Background: an optimization exercise with open tools, aiming at small area and a short achievable clock period. Do not read the settings as production practice. In this exercise RTL edits were held to simulation tests only and were not proved equivalent to the original. Power figures rest on the tool's default switching activity, not on a simulated workload.

// apb_acc_top
module apb_acc_top (
  input  wire logic         i_clk,
  input  wire logic         i_reset,
  input  wire logic [11:0]  i_paddr,
  input  wire logic [31:0]  i_pwdata,
  input  wire logic         i_pwrite,
  input  wire logic         i_psel,
  input  wire logic         i_penable,
  output logic      [31:0]  o_prdata,
  output logic              o_pready,
  output logic              o_pslverr
);
clock: 7.0 ns
lec_check: 0
cap_margin: 20
core_margin: 2
core_utilization: 50
cts_buf_list: sky130_fd_sc_hd__clkbuf_4 sky130_fd_sc_hd__clkbuf_8
setup_slack_margin: 4.2
slew_margin: 20
synth_hierarchical: 1
tns_end_percent: 20
run.sh (not shown) runs the stock make flow with config.mk's settings and CLKGATE_MAP_FILE= SYNTH_SCRIPT=/design/flow/synth_recipe.tcl, a recipe that flattens the netlist after the stock synthesis.
Rerun with:
CORE_UTILIZATION = 40   (was 50)
=> Utilization goes down by 12 points. Power decreases by 0.34%. Synthesized cell count does not change. Clock-buffer cell count decreases by 18. Die area goes up by 25%. Combinational power stays flat. Area after synthesis is unchanged.
Rerun with:
==> flow/flow/run.sh (new file) <==
#!/bin/bash
set -e
set -o pipefail
echo 'export BUFFER_PORTS_ARGS = -buffer_cell sky130_fd_sc_hd__buf_4' >> config.mk
bash standard.sh > standard.log 2>&1
==> flow/standard.sh (new file) <==
#!/bin/bash
# synth_recipe.tcl (not shown) runs the flow's synth.tcl, then flattens the netlist and writes it again
# the make line also repeats each setting of config.mk as NAME=value (left out here)
make -C /OpenROAD-flow-scripts/flow DESIGN_CONFIG=/design/flow/config.mk WORK_HOME=/design/flow/orfs CLKGATE_MAP_FILE= SYNTH_SCRIPT=/design/flow/synth_recipe.tcl "${@:-finish}"
BUFFER_PORTS_ARGS = -buffer_cell sky130_fd_sc_hd__buf_4   (was not set)
removed: flow/run.sh
Result: Routed wire length falls by 0.66%. Cell area is lower by 1.4%. First-iteration DRC count falls by 2.2%. Core utilization is lower by 0.66 points.
Rerun with:
==> flow/run.sh (new file) <==
#!/bin/bash
# synth_recipe.tcl (not shown) runs the flow's synth.tcl, then flattens the netlist and writes it again
# the make line also repeats each setting of config.mk as NAME=value (left out here)
make -C /OpenROAD-flow-scripts/flow DESIGN_CONFIG=/design/flow/config.mk WORK_HOME=/design/flow/orfs CLKGATE_MAP_FILE= SYNTH_SCRIPT=/design/flow/synth_recipe.tcl finish
BUFFER_PORTS_ARGS = not set   (was -buffer_cell sky130_fd_sc_hd__buf_4)
PLACE_DENSITY = 0.7   (was not set)
removed: flow/flow/run.sh
removed: flow/standard.sh
Result:
- synthesized cell count does not change
- routed wire length goes up slightly
- critical path depth goes up by 2
- power goes down slightly
- worst setup slack improved by 52 ps


Starting RTL as in the previous note.
clock: 7.0 ns
lec_check: 0
cap_margin: 20
core_margin: 2
core_utilization: 40
cts_buf_list: sky130_fd_sc_hd__clkbuf_4 sky130_fd_sc_hd__clkbuf_8
place_density: 0.8
setup_slack_margin: 4.2
slew_margin: 20
synth_hierarchical: 1
tns_end_percent: 20
Stock flow here: none of the scripts above is used.
Then changed:
- PLACE_DENSITY: 0.8 -> default
- SETUP_SLACK_MARGIN: 4.2 -> 4.1
=> Utilization shrinks by 0.11 points; combinational power drops by 14%; synthesized cell count stays the same; non-clock buffer count came out higher by 3; area after synthesis stays the same; wire length hardly moves; worst setup slack loses 75 ps; clock-buffer cell count went up by 15.
Then changed:
- PLACE_DENSITY: default -> 0.7
- SETUP_SLACK_MARGIN: 4.1 -> 4.3
After rerunning:
- setup slack gains 130 ps
- die area is unchanged
- register-to-register slack gains 110 ps
- routed wire length came out higher by 1.7%
- power is about the same
- via count came out higher by 2.8%
- sequential share of layout area came out lower by 0.61 points


apb_acc_top, a different RTL version from the one above (not shown whole).
Size: roughly 4,000 cells after synthesis, ~960 flip-flops, roughly 83 I/O pins, ~50,000 um2 of cells after synthesis.
Design apb_acc_top, start of the top module:
module apb_acc_top (
  input  wire logic         i_clk,
  input  wire logic         i_reset,
  input  wire logic [11:0]  i_paddr,
  input  wire logic [31:0]  i_pwdata,
  input  wire logic         i_pwrite,
  input  wire logic         i_psel,
  input  wire logic         i_penable,
  output logic      [31:0]  o_prdata,
  output logic              o_pready,
  output logic              o_pslverr
);
make LEC_CHECK=0 CAP_MARGIN=20 CORE_MARGIN=2 CORE_UTILIZATION=60 SETUP_SLACK_MARGIN=4.4 SLEW_MARGIN=20 finish   # period 7.0 ns
==> next run, changes <==
--- a/flow/config.mk
+++ b/flow/config.mk
@@ -10,2 +10 @@
-export CORE_UTILIZATION = 60
-export SETUP_SLACK_MARGIN = 4.4
+export CORE_UTILIZATION = 40
Register-to-register slack got worse by 630 ps.
First-iteration DRC count is lower by 6.5%.
Clock-buffer cell count increases by 9.
Setup slack got worse by 690 ps.
Non-clock buffer count goes down by 323.
Final cell count went up by 4.3%.
Via count shrinks by 9.6%.
Global-route usage decreases by 15 points.


apb_acc_top, a different RTL version from the one above (not shown whole).
Size in the first run: roughly 83 I/O pins.
Settings: LEC_CHECK=0, CAP_MARGIN=20, CORE_MARGIN=2, CORE_UTILIZATION=40, CTS_BUF_LIST=sky130_fd_sc_hd__clkbuf_4 sky130_fd_sc_hd__clkbuf_8, SETUP_SLACK_MARGIN=4.2, SLEW_MARGIN=20, SYNTH_HIERARCHICAL=1, TNS_END_PERCENT=100; clock period 7.0 ns.
Next try:
- TNS_END_PERCENT: 100 -> 20
Cell count decreases slightly.
Setup slack is worse by 0.026 ns.
Hold slack is about the same.
Total power decreases slightly.
Register-to-register slack is worse by 0.03 ns.
Routed wire length decreases by a few percent.
Design area decreases slightly.
Clock skew decreases by 0.0041 ns.
First-iteration DRC count decreases by roughly a tenth.
Via count decreases slightly.


Another version of the RTL of apb_acc_top (not shown whole).
Size in the first run: about 83 I/O pins, about 49000 µm² of cells after synthesis.
clock: 7.0 ns
lec_check: 0
cap_margin: 20
core_margin: 2
core_utilization: 40
cts_buf_list: sky130_fd_sc_hd__clkbuf_4 sky130_fd_sc_hd__clkbuf_8
setup_slack_margin: 4.3
slew_margin: 20
synth_hierarchical: 1
tns_end_percent: 20
Rerun with:
- SETUP_SLACK_MARGIN: 4.3 -> 4.2
Result:
- sequential share of layout area went up by 0.69 points
- clock-buffer cell count is unchanged
- area after synthesis is unchanged
- synthesized cell count does not change
- register-to-register slack stays flat
- wire length goes down by 1.5%
- via count decreases by 1.5%

==> static timing again, ports no longer ideal <==
No port has a modelled driver above. Below, the same layouts with a new extraction and two added sets of constraints.
Step 1 assumes that a clkbuf_16 drives the clock port and a buf_2 every other input.
Step 2 moves the port delays by t, midway between the first and last clock arrival at a register: inputs arrive t later, outputs are due t later. That takes back most of the time a late clock gives input paths.
Slacks: ideal ports / drivers / drivers and shift; pairs: ideal ports / drivers.
run	t, ns	slack for setup (ns)	hold slack, ns
the first run of note 1	0.910	4.060 / 4.026 / 3.203	0.328 / 0.328 / 0.328
the second run of note 1	0.907	4.113 / 4.039 / 3.273	0.327 / 0.327 / 0.327
the third run of note 1	0.885	3.997 / 3.997 / 3.305	0.326 / 0.326 / 0.326
the fourth run of note 1	0.917	4.049 / 4.049 / 3.261	0.326 / 0.326 / 0.326
the first run of note 2	0.927	4.032 / 4.052 / 3.145	0.327 / 0.327 / 0.327
the second run of note 2	0.905	3.956 / 3.968 / 3.106	0.327 / 0.327 / 0.327
the third run of note 2	0.915	4.084 / 4.084 / 3.307	0.326 / 0.326 / 0.326
the first run of note 3	0.734	3.341 / 3.341 / 3.341	0.355 / 0.355 / 0.355
the second run of note 3	0.779	2.651 / 2.703 / 1.924	0.349 / 0.349 / 0.349
the first run of note 4	0.910	3.946 / 3.946 / 3.291	0.325 / 0.325 / 0.325
the second run of note 4	0.907	3.920 / 3.920 / 3.184	0.325 / 0.325 / 0.325
the first run of note 5	0.931	3.926 / 3.926 / 3.281	0.333 / 0.333 / 0.333
the second run of note 5	0.925	3.923 / 3.923 / 3.157	0.342 / 0.342 / 0.342
After both steps every run listed still meets setup and hold. The setup slack of the first run of note 2, which loses most, moves by +0.020 ns with the drivers and by -0.887 ns with both steps.
